Context: an optimization exercise on an open-source flow, tuned for small area and a short achievable clock period. The choices shown serve that exercise and are no tape-out recipe. Only simulation tests tie the RTL to the original design; equivalence was not proved.

Design mc_bank_dispatch, start of the top module:
module mc_bank_dispatch
#(
    parameter int NUM_BANKS  = 32,
    parameter int ADDR_W     = 32,
    parameter int DATA_W     = 256,
    parameter int FIFO_DEPTH = 8,
    parameter int BANK_LSB   = 5
) (
    input  logic                          clk,
    input  logic                          reset,
    input  logic                          sys__mc__dram_req,
    input  logic                          sys__mc__dram_rdwr,
    input  logic [ADDR_W-1:0]             sys__mc__dram_addr,
    input  logic [DATA_W-1:0]             sys__mc__dram_wr_data,
    output logic                          mc__sys__dram_busy,
    output logic                          input_fifo_empty,
    output logic [$clog2(FIFO_DEPTH):0]   input_fifo_count,
    output logic [NUM_BANKS-1:0]          dec__bnc__valid,
    output logic                          dec__bnc__rdwr,
    output logic [ADDR_W-1:0]             dec__bnc__addr,
    output logic [DATA_W-1:0]             dec__bnc__wr_data,
  ...
Size: about 4900 cells after synthesis, roughly 2800 flip-flops, roughly 730 I/O pins, roughly 0.097 mm² of cells after synthesis.
==> module mc_bank_dispatch, before the edit <==
module mc_bank_dispatch
#(
    parameter int NUM_BANKS  = 32,
    parameter int ADDR_W     = 32,
    parameter int DATA_W     = 256,
    parameter int FIFO_DEPTH = 8,
    parameter int BANK_LSB   = 5
) (
    input  logic                          clk,
    input  logic                          reset,
    input  logic                          sys__mc__dram_req,
    input  logic                          sys__mc__dram_rdwr,
    input  logic [ADDR_W-1:0]             sys__mc__dram_addr,
    input  logic [DATA_W-1:0]             sys__mc__dram_wr_data,
    output logic                          mc__sys__dram_busy,
    output logic                          input_fifo_empty,
    output logic [$clog2(FIFO_DEPTH):0]   input_fifo_count,
    output logic [NUM_BANKS-1:0]          dec__bnc__valid,
    output logic                          dec__bnc__rdwr,
    output logic [ADDR_W-1:0]             dec__bnc__addr,
    output logic [DATA_W-1:0]             dec__bnc__wr_data,
    input  logic [NUM_BANKS-1:0]          bnc__dec__ready
    ,
    output logic [15:0]                   stat__drop_cnt,
    output logic [31:0]                   stat__rd_cnt,
    output logic [31:0]                   stat__wr_cnt
);
    localparam int c_bank_w = $clog2(NUM_BANKS);
    localparam int c_req_w  = 1 + ADDR_W + DATA_W;
    localparam int c_cnt_w  = $clog2(FIFO_DEPTH) + 1;
    logic [c_req_w-1:0]    w_push_req, w_head_req;
    logic                  w_push, w_pop, w_xfer, w_load, w_hit;
    logic [c_bank_w-1:0]   w_head_bank;
    logic [FIFO_DEPTH-1:0] wr_oh_q, rd_oh_q;
    logic [c_cnt_w-1:0]    count_q, count_d;
    logic                  full_q, empty_q;
    logic [FIFO_DEPTH-1:0] wen_q, wr_oh_d;
    logic                  nempty_q;
    logic                  out_valid_q;
    logic [NUM_BANKS-1:0]  sel_q;
    logic [NUM_BANKS-1:0]  selx_q;
    logic [c_req_w-1:0]    out_req_q;
    assign w_push_req = {sys__mc__dram_rdwr, sys__mc__dram_addr, sys__mc__dram_wr_data};
    assign w_push     = sys__mc__dram_req && !full_q;
    assign w_hit      = |(selx_q & bnc__dec__ready);
    assign w_xfer     = out_valid_q && w_hit;
    assign w_load     = !out_valid_q || w_hit;
    assign w_pop      = w_load && nempty_q;
    mc_sync_fifo #(
        .WIDTH (c_req_w),
        .DEPTH (FIFO_DEPTH)
    ) u_fifo (
        .clk   (clk),
        .wsel  (wen_q),
        .rsel  (rd_oh_q),
        .wdata (w_push_req),
        .rdata (w_head_req)
    );
    assign w_head_bank = w_head_req[DATA_W + BANK_LSB +: c_bank_w];
    assign wr_oh_d = w_push ? {wr_oh_q[FIFO_DEPTH-2:0], wr_oh_q[FIFO_DEPTH-1]} : wr_oh_q;
    logic w_inc, w_dec, full_d, nempty_d;
    logic [c_cnt_w-1:0] count_up, count_dn;
    assign w_inc    = w_push && !w_pop;
    assign w_dec    = w_pop && !w_push;
    assign count_up = count_q + c_cnt_w'(1);
    assign count_dn = count_q - c_cnt_w'(1);
    assign count_d  = w_inc ? count_up : (w_dec ? count_dn : count_q);
    assign full_d   = w_inc ? (count_q == c_cnt_w'(FIFO_DEPTH - 1)) : (full_q && !w_dec);
    assign nempty_d = w_inc || (nempty_q && !(w_dec && count_q == c_cnt_w'(1)));
    always_ff @(posedge clk or negedge reset) begin
        if (!reset) begin
            wr_oh_q     <= {{(FIFO_DEPTH-1){1'b0}}, 1'b1};
            rd_oh_q     <= {{(FIFO_DEPTH-1){1'b0}}, 1'b1};
            count_q     <= '0;
            full_q      <= 1'b0;
            empty_q     <= 1'b1;
            wen_q       <= {{(FIFO_DEPTH-1){1'b0}}, 1'b1};
            nempty_q    <= 1'b0;
            out_valid_q <= 1'b0;
            sel_q       <= '0;
        end else begin
            wr_oh_q <= wr_oh_d;
            if (w_pop)  rd_oh_q <= {rd_oh_q[FIFO_DEPTH-2:0], rd_oh_q[FIFO_DEPTH-1]};
            count_q <= count_d;
            full_q   <= full_d;
            empty_q  <= !nempty_d;
            wen_q    <= wr_oh_d & {FIFO_DEPTH{!full_d}};
            nempty_q <= nempty_d;
            if (w_load) begin
                out_valid_q <= nempty_q;
                for (int b = 0; b < NUM_BANKS; b++)
                    sel_q[b] <= nempty_q && (w_head_bank == c_bank_w'(b));
            end
        end
    end
    always_ff @(posedge clk) begin
        if (w_load) begin
            out_req_q <= w_head_req;
            for (int b = 0; b < NUM_BANKS; b++)
                selx_q[b] <= nempty_q && (w_head_bank == c_bank_w'(b));
        end
    end
    assign mc__sys__dram_busy = full_q;
    assign input_fifo_empty   = empty_q;
    assign input_fifo_count   = count_q;
    assign dec__bnc__valid    = sel_q;
    assign dec__bnc__rdwr     = out_req_q[c_req_w-1];
    assign dec__bnc__addr     = out_req_q[DATA_W +: ADDR_W];
    assign dec__bnc__wr_data  = out_req_q[DATA_W-1:0];
    logic [15:0] drop_cnt_q;
    logic [31:0] rd_cnt_q;
    logic [31:0] wr_cnt_q;
    always_ff @(posedge clk or negedge reset) begin
        if (!reset) begin
            drop_cnt_q <= '0;
            rd_cnt_q   <= '0;
            wr_cnt_q   <= '0;
        end else begin
            if (sys__mc__dram_req && full_q && (drop_cnt_q != 16'hFFFF))
                drop_cnt_q <= drop_cnt_q + 16'd1;
            if (w_xfer && out_req_q[c_req_w-1] == mc_dec_pkg::MC_WR) wr_cnt_q <= wr_cnt_q + 32'd1;
            if (w_xfer && out_req_q[c_req_w-1] == mc_dec_pkg::MC_RD) rd_cnt_q <= rd_cnt_q + 32'd1;
        end
    end
    assign stat__drop_cnt = drop_cnt_q;
    assign stat__rd_cnt   = rd_cnt_q;
    assign stat__wr_cnt   = wr_cnt_q;
endmodule
==> flow/config.mk <==
export PLATFORM = sky130hd
export DESIGN_NAME = mc_bank_dispatch
export DESIGN_NICKNAME = mc_bank_dispatch
export VERILOG_FILES = /design/flow/design.v
export SDC_FILE = /design/flow/constraint.sdc
export NUM_CORES = 4
export LEC_CHECK = 0
export CAP_MARGIN = 20
export CORE_AREA = 2.3 2.72 443.44 437.92
export CTS_CLUSTER_DIAMETER = 80
export CTS_CLUSTER_SIZE = 30
export DIE_AREA = 0 0 445.74 440.64
export SETUP_SLACK_MARGIN = 1.8
export SLEW_MARGIN = 20
==> flow/constraint.sdc <==
create_clock -name core_clock -period 4.0 [get_ports {clk}]
set_input_delay 0.8000 -clock core_clock [delete_from_list [all_inputs] [get_ports {clk}]]
set_output_delay 0.8000 -clock core_clock [all_outputs]
set_load 0.01 [all_outputs]
standard.sh (not shown) runs the stock make flow with config.mk's settings and CLKGATE_MAP_FILE= SYNTH_SCRIPT=/design/flow/synth_recipe.tcl, a recipe that flattens the netlist after the stock synthesis.
==> flow/flow/run.sh <==
#!/bin/bash
# Standard layout, with plain fast buffers (instead of the default delay
# cells) on every input and output port.
set -euo pipefail
export BUFFER_PORTS_ARGS="-buffer_cell sky130_fd_sc_hd__buf_2"
bash standard.sh > standard_flow.log 2>&1
The starting point produced a clean layout.
Then changed:
--- a/flow/design.v
+++ b/flow/design.v
@@ -136,9 +136,15 @@
             end
         end
     end
+    always_ff @(posedge clk or negedge reset) begin
+        if (!reset) begin
+            out_req_q <= '0;
+        end else if (w_load) begin
+            out_req_q <= w_head_req;
+        end
+    end
     always_ff @(posedge clk) begin
         if (w_load) begin
-            out_req_q <= w_head_req;
             for (int b = 0; b < NUM_BANKS; b++)
                 selx_q[b] <= nempty_q && (w_head_bank == c_bank_w'(b));
         end
Outcome: Sequential cell count stays the same. Sequential share of layout area went down by 6.1 points. Design area rises by 7.1%. Worst setup slack is better by 36 ps. Maximum frequency went up by 1.5%.

[afterwards: timing with drivers on the ports]
The flow's constraints put no driver on any port. The routed layouts listed below were extracted and timed again, unchanged, in two steps.
Step 1, drivers: a clkbuf_16 drives clk and a buf_2 each remaining input, both assumed.
Step 2 adds t to the input delays and takes it off the output delays; t is the mean of the earliest and latest rising clock arrival at the registers after step 1. Input paths then give back, and output paths get back, about the clock's delay inside the block.
Three values: ideal, step 1, step 2; two values: the first two.
run	t (ns)	setup WS [ns]	hold slack, ns	slew at the worst register clock pin (ns)	worst slew at a driven data input, ns
the first run	0.899	1.602 / 1.516 / 1.230	0.053 / 0.010 / 0.498	0.11 / 0.11	0.19
the second run	0.901	1.638 / 1.618 / 1.103	0.025 / -0.009 / 0.491	0.12 / 0.12	0.22
After both steps setup and hold are still met in every run listed. The setup slack of the second run, which loses most, moves by -0.020 ns with the drivers and by -0.535 ns with both steps.
